This design comes from an exercise in tuning for small area and a short achievable clock period on the open sky130 flow, not from production work. Power and IR drop assume default switching activity.

Setup of lane 1:
==> flow/design.v <==
package dither_pkg;
    localparam int PIX_W = 8;
    localparam int Q_W = 5;
    localparam int SH_W = 6;
    localparam int RGB_W = 24;
    localparam int LINE_TOTAL = 24;
    localparam int LATENCY = 2 * LINE_TOTAL + 3;
    localparam int PIX_STAGES = 11;
    localparam int QLAT = PIX_STAGES + 1;
    localparam int HIST_NEXT = LINE_TOTAL - 5;
    localparam int HIST_FAR  = 2 * LINE_TOTAL - 10;
    localparam int HIST_LEN  = HIST_FAR + 1;
    localparam int CNT_W   = 6;
    localparam int CNT_MAX = LATENCY;
endpackage
import dither_pkg::*;
module diffusion_row
#(
    parameter int K = 3
) (
    input  logic             clk,
    input  logic [PIX_W-1:0] value_in,
    input  logic [K-1:0]     share,
    output logic [PIX_W-1:0] value_out
);
    logic               neg;
    logic [K:0]         lo;
    logic               cy;
    logic [PIX_W-K-1:0] hi;
    logic [PIX_W-K-1:0] hi_new;
    logic               up;
    logic               dn;
    logic [PIX_W-K:0]   all1;
    logic [PIX_W-K:0]   all0;
    logic               ovf;
    logic               unf;
    assign neg = share[K-1];
    assign lo = {1'b0, value_in[K-1:0]} + {1'b0, share};
    assign cy = lo[K];
    assign hi = value_in[PIX_W-1:K];
    assign up = cy && !neg;
    assign dn = !cy && neg;
    always_comb begin
        all1[0] = 1'b1;
        all0[0] = 1'b1;
        for (int i = 0; i < PIX_W - K; i++) begin
            all1[i+1] = all1[i] && hi[i];
            all0[i+1] = all0[i] && !hi[i];
        end
        for (int i = 0; i < PIX_W - K; i++) begin
            hi_new[i] = hi[i] ^ ((up && all1[i]) || (dn && all0[i]));
        end
    end
    assign ovf = up && all1[PIX_W-K];
    assign unf = dn && all0[PIX_W-K];
    always_ff @(posedge clk) begin
        value_out <= unf ? '0 : (ovf ? '1 : {hi_new, lo[K-1:0]});
    end
endmodule
module line_fifo
#(
    parameter int WIDTH = 1,
    parameter int DEPTH = 1
) (
    input  logic             clk,
    input  logic [WIDTH-1:0] din,
    output logic [DEPTH-1:0][WIDTH-1:0] taps
);
    always_ff @(posedge clk) begin
        taps[0] <= din;
        for (int i = 1; i < DEPTH; i++) begin
            taps[i] <= taps[i-1];
        end
    end
endmodule
import dither_pkg::*;
module jjn_quantizer
(
    input  logic             clk,
    input  logic [PIX_W-1:0] value_in,
    input  logic             de_in,
    output logic [Q_W-1:0]   q_out,
    output logic             bd_out
);
    logic signed [5:0] w7;
    logic signed [9:0] u;
    logic              unf;
    logic              ovf;
    logic              b;
    logic              up;
    assign w7 = 6'($signed(q_out)) + 6'($signed(q_out) >>> 1) - 6'($signed(q_out) >>> 2);
    assign u  = $signed({2'b00, value_in}) + w7;
    assign unf = u[9];
    assign ovf = !u[9] && u[8];
    assign b   = !u[9] && (u[8] || u[7]);
    assign up  = b && (u[2:0] == 3'd7);
    always_ff @(posedge clk) begin
        if (!de_in || unf || ovf)
            q_out <= '0;
        else
            q_out <= u[7:3] + Q_W'(up);
        bd_out <= b;
    end
endmodule
import dither_pkg::*;
module jjn_dither_top
(
    input  logic             clk,
    input  logic             rst,
    input  logic [RGB_W-1:0] rgb,
    input  logic             de,
    input  logic             hs,
    input  logic             vs,
    output logic [RGB_W-1:0] dout,
    output logic             de_out,
    output logic             hs_out,
    output logic             vs_out
);
    logic [CNT_W-1:0] cnt;
    always_ff @(posedge clk) begin
        if (rst)
            cnt <= '0;
        else if (cnt != CNT_W'(CNT_MAX))
            cnt <= cnt + 1'b1;
    end
    logic [LATENCY-1:0][1:0] sync_taps;
    logic [QLAT:0]           de_taps;
    line_fifo #(.WIDTH(2), .DEPTH(LATENCY)) sync_dly (
        .clk(clk), .din({hs, vs}), .taps(sync_taps)
    );
    line_fifo #(.WIDTH(1), .DEPTH(QLAT + 1)) de_dly (
        .clk(clk), .din(de), .taps(de_taps)
    );
    logic [PIX_STAGES:1][PIX_W-1:0] pix;
    logic [HIST_LEN-2:0][Q_W:0] hist_taps;
    logic [Q_W-1:0]   q_next;
    logic [Q_W-1:0]   q_near;
    logic             bd_near;
    function automatic logic [2:0] share_w1(input logic [Q_W-1:0] q);
        case (q[4:3])
            2'b00:   share_w1 = 3'sd0;
            2'b01:   share_w1 = 3'sd1;
            2'b10:   share_w1 = -3'sd3;
            default: share_w1 = -3'sd2;
        endcase
    endfunction
    function automatic logic [4:0] share_w5(input logic [Q_W-1:0] q);
        share_w5 = $signed(q) - ($signed(q) >>> 3);
    endfunction
    function automatic logic [5:0] share_w7(input logic [Q_W-1:0] q);
        share_w7 = 6'($signed(q)) + 6'($signed(q) >>> 1) - 6'($signed(q) >>> 2);
    endfunction
    logic [5:0] gr;
    logic [6:0] gg;
    logic [5:0] gb;
    logic [6:0] gs_q;
    logic [6:1] gc_q;
    assign gr = rgb[23:18];
    assign gg = rgb[15:9];
    assign gb = rgb[7:2];
    always_ff @(posedge clk) begin
        gs_q <= {gg[6], gr ^ gg[5:0] ^ gb};
        gc_q <= (gr & gg[5:0]) | (gr & gb) | (gg[5:0] & gb);
    end
    logic           keep_next;
    logic           keep_far;
    logic [3:0]     far_q41;
    logic [4:0]     far_w5;
    logic [4:0]     next_w5;
    logic [5:0]     next_w7;
    assign keep_next = !rst && (cnt >= CNT_W'(HIST_NEXT));
    assign keep_far  = !rst && (cnt >= CNT_W'(HIST_FAR));
    logic use_next;
    logic use_far;
    assign use_next = keep_next && !hist_taps[HIST_NEXT-2][Q_W];
    assign use_far  = keep_far && !hist_taps[HIST_FAR-2][Q_W];
    always_ff @(posedge clk) begin
        far_q41 <= use_far ? hist_taps[HIST_FAR-2][Q_W-1:1] : '0;
        far_w5  <= use_far ? share_w5(hist_taps[HIST_FAR-2][Q_W-1:0]) : '0;
        next_w5 <= use_next ? share_w5(hist_taps[HIST_NEXT-2][Q_W-1:0]) : '0;
        next_w7 <= use_next ? share_w7(hist_taps[HIST_NEXT-2][Q_W-1:0]) : '0;
    end
    assign q_next = hist_taps[HIST_NEXT-1][Q_W] ? '0 : hist_taps[HIST_NEXT-1][Q_W-1:0];
    logic [2:0] far_w1;
    assign far_w1 = share_w1({far_q41, 1'b0});
    logic signed [9:0] far0_sum;
    assign far0_sum = $signed({3'b0, gs_q}) + $signed({3'b0, gc_q, 1'b0}) + $signed(far_w1);
    always_ff @(posedge clk) begin
        pix[1] <= far0_sum[9] ? '0 : far0_sum[PIX_W-1:0];
    end
    diffusion_row #(.K(4)) far1 (.clk(clk), .value_in(pix[1]), .share(far_q41), .value_out(pix[2]));
    diffusion_row #(.K(5)) far2 (.clk(clk), .value_in(pix[2]), .share(far_w5), .value_out(pix[3]));
    diffusion_row #(.K(4)) far3 (.clk(clk), .value_in(pix[3]), .share(far_q41), .value_out(pix[4]));
    diffusion_row #(.K(3)) far4 (.clk(clk), .value_in(pix[4]), .share(far_w1), .value_out(pix[5]));
    diffusion_row #(.K(4)) nxt0 (.clk(clk), .value_in(pix[5]), .share(q_next[4:1]), .value_out(pix[6]));
    diffusion_row #(.K(5)) nxt1 (.clk(clk), .value_in(pix[6]), .share(next_w5), .value_out(pix[7]));
    diffusion_row #(.K(6)) nxt2 (.clk(clk), .value_in(pix[7]), .share(next_w7), .value_out(pix[8]));
    diffusion_row #(.K(5)) nxt3 (.clk(clk), .value_in(pix[8]), .share(next_w5), .value_out(pix[9]));
    diffusion_row #(.K(4)) nxt4 (.clk(clk), .value_in(pix[9]), .share(q_next[4:1]), .value_out(pix[10]));
    diffusion_row #(.K(5)) cur0 (.clk(clk), .value_in(pix[10]), .share(share_w5(q_near)), .value_out(pix[11]));
    logic de_eff;
    assign de_eff = de_taps[PIX_STAGES] && (cnt >= CNT_W'(QLAT));
    jjn_quantizer quantizer_i (
        .clk(clk), .value_in(pix[PIX_STAGES]), .de_in(de_eff),
        .q_out(q_near), .bd_out(bd_near)
    );
    logic [Q_W:0] q_code;
    always_comb begin
        if (!de_taps[QLAT])
            q_code = {1'b1, Q_W'(0)};
        else if (q_near == '0 && bd_near)
            q_code = {1'b1, Q_W'(1)};
        else
            q_code = {1'b0, q_near};
    end
    always_ff @(posedge clk) begin
        hist_taps[0] <= q_code;
        for (int i = 1; i < HIST_LEN - 1; i++) begin
            hist_taps[i] <= hist_taps[i-1];
        end
        if (!keep_next) hist_taps[HIST_NEXT-1][Q_W-1:0] <= '0;
    end
    logic       out_ok;
    logic       bd_q;
    logic [2:0] sync_q;
    assign out_ok = !rst && (cnt == CNT_W'(CNT_MAX));
    logic [Q_W:0] out_code;
    logic         out_de;
    logic         out_bd;
    assign out_code = hist_taps[HIST_FAR-1];
    assign out_de   = !out_code[Q_W] || out_code[0];
    assign out_bd   = out_code[Q_W] ? out_code[0] : out_code[Q_W-1];
    always_ff @(posedge clk) begin
        bd_q   <= out_ok && out_bd;
        sync_q <= out_ok ? {out_de, sync_taps[LATENCY-1]} : 3'b000;
    end
    assign dout = {RGB_W{bd_q}};
    assign {de_out, hs_out, vs_out} = sync_q;
endmodule
clock: 6.5 ns
lec_check: 0
abc_area: 1
cap_margin: 20
core_margin: 2
core_utilization: 60
cts_buf_list: sky130_fd_sc_hd__clkbuf_16
cts_cluster_diameter: 100
cts_cluster_size: 28
setup_slack_margin: 3.9
slew_margin: 20
standard.sh (not shown) runs the stock make flow with config.mk's settings and CLKGATE_MAP_FILE= SYNTH_SCRIPT=/design/flow/synth_recipe.tcl, a recipe that flattens the netlist after the stock synthesis.
==> flow/flow/run.sh <==
#!/bin/bash
# The standard layout (standard.sh) with these ORFS settings changed:
#   ADDER_MAP_FILE empty: no adder cells are extracted in synthesis, so ABC
#     maps all of the arithmetic itself (registers and names unchanged);
#   and the placement/CTS/repair settings listed on the make line below.
# Every tool's output goes to orfs_make.log here; ORFS keeps its per-step
# logs under orfs/logs.
set -euo pipefail
bash standard.sh ADDER_MAP_FILE= MATCH_CELL_FOOTPRINT=0 'BUFFER_PORTS_ARGS=-buffer_cell sky130_fd_sc_hd__buf_2' finish > orfs_make.log 2>&1
### lane 1 -> lane 2
--- a/flow/design.v
+++ b/flow/design.v
@@ -84,20 +84,20 @@
 );
     logic signed [5:0] w7;
-    logic signed [9:0] u;
+    logic signed [9:0] u0;
+    logic signed [9:0] u1;
     logic              unf;
     logic              ovf;
     logic              b;
-    logic              up;
     assign w7 = 6'($signed(q_out)) + 6'($signed(q_out) >>> 1) - 6'($signed(q_out) >>> 2);
-    assign u  = $signed({2'b00, value_in}) + w7;
-    assign unf = u[9];
-    assign ovf = !u[9] && u[8];
-    assign b   = !u[9] && (u[8] || u[7]);
-    assign up  = b && (u[2:0] == 3'd7);
+    assign u0 = $signed({2'b00, value_in}) + w7;
+    assign u1 = $signed({2'b00, value_in}) + w7 + 10'sd1;
+    assign unf = u0[9];
+    assign ovf = !u0[9] && u0[8];
+    assign b   = !u0[9] && (u0[8] || u0[7]);
     always_ff @(posedge clk) begin
         if (!de_in || unf || ovf)
             q_out <= '0;
         else
-            q_out <= u[7:3] + Q_W'(up);
+            q_out <= b ? u1[7:3] : u0[7:3];
         bd_out <= b;
     end
@@ -176,10 +176,10 @@
     assign use_far  = keep_far && !hist_taps[HIST_FAR-2][Q_W];
     always_ff @(posedge clk) begin
-        far_q41 <= use_far ? hist_taps[HIST_FAR-2][Q_W-1:1] : '0;
+        far_q41 <= keep_far ? hist_taps[HIST_FAR-2][Q_W-1:1] : '0;
         far_w5  <= use_far ? share_w5(hist_taps[HIST_FAR-2][Q_W-1:0]) : '0;
         next_w5 <= use_next ? share_w5(hist_taps[HIST_NEXT-2][Q_W-1:0]) : '0;
         next_w7 <= use_next ? share_w7(hist_taps[HIST_NEXT-2][Q_W-1:0]) : '0;
     end
-    assign q_next = hist_taps[HIST_NEXT-1][Q_W] ? '0 : hist_taps[HIST_NEXT-1][Q_W-1:0];
+    assign q_next = hist_taps[HIST_NEXT-1][Q_W-1:0];
     logic [2:0] far_w1;
     assign far_w1 = share_w1({far_q41, 1'b0});
--- outcome ---
Lane 2: flow completed, timing, DRC and antenna clean. The end-of-flow core utilization was comparable across lane 2 and lane 1. From lane 1 to lane 2 the numbers moved as follows: number of flip-flops and latches shows no meaningful change, synthesized cell count grew by about 2%. On later-pin clock latency in the skew report, lane 2 and lane 1 are neck and neck. [compare] base=lane 1 new=lane 2: overall power consumption increased 3.4%, combinational group share of total power has increased, setup slack went up by 0.071 ns. Status: cell area parity (lane 2, lane 1). Looking at clock network power share, lane 2 sits 0.8 points lower than lane 1 does. Highest achievable clock rate (higher): lane 2.
No run of this note included a check of the RTL's function; only the layout flow was run.

-- static timing again, ports no longer ideal --
The flow's constraints put no driver on any port. The routed layouts listed below were extracted and timed again, unchanged, in two steps.
Step 1 assumes that a clkbuf_16 drives the clock port and a buf_2 every other input.
Step 2 times the ports against the registers' clock, not the clock port: input delays grow and output delays shrink by t, the midpoint of the rising clock arrivals with the driver on.
Slacks: ideal ports / drivers / drivers and shift; pairs: ideal ports / drivers.
run	t, ns	setup slack, ns	worst setup path at the end	worst data-port slew with drivers (ns)
lane 1	0.575	3.990 / 3.940 / 3.799	input to register	0.04
lane 2	0.573	4.060 / 4.011 / 3.897	input to register	0.04
After both steps every run listed still meets setup and hold. For lane 1, which loses most, drivers alone change the setup slack by -0.050 ns; drivers and shift together by -0.191 ns.
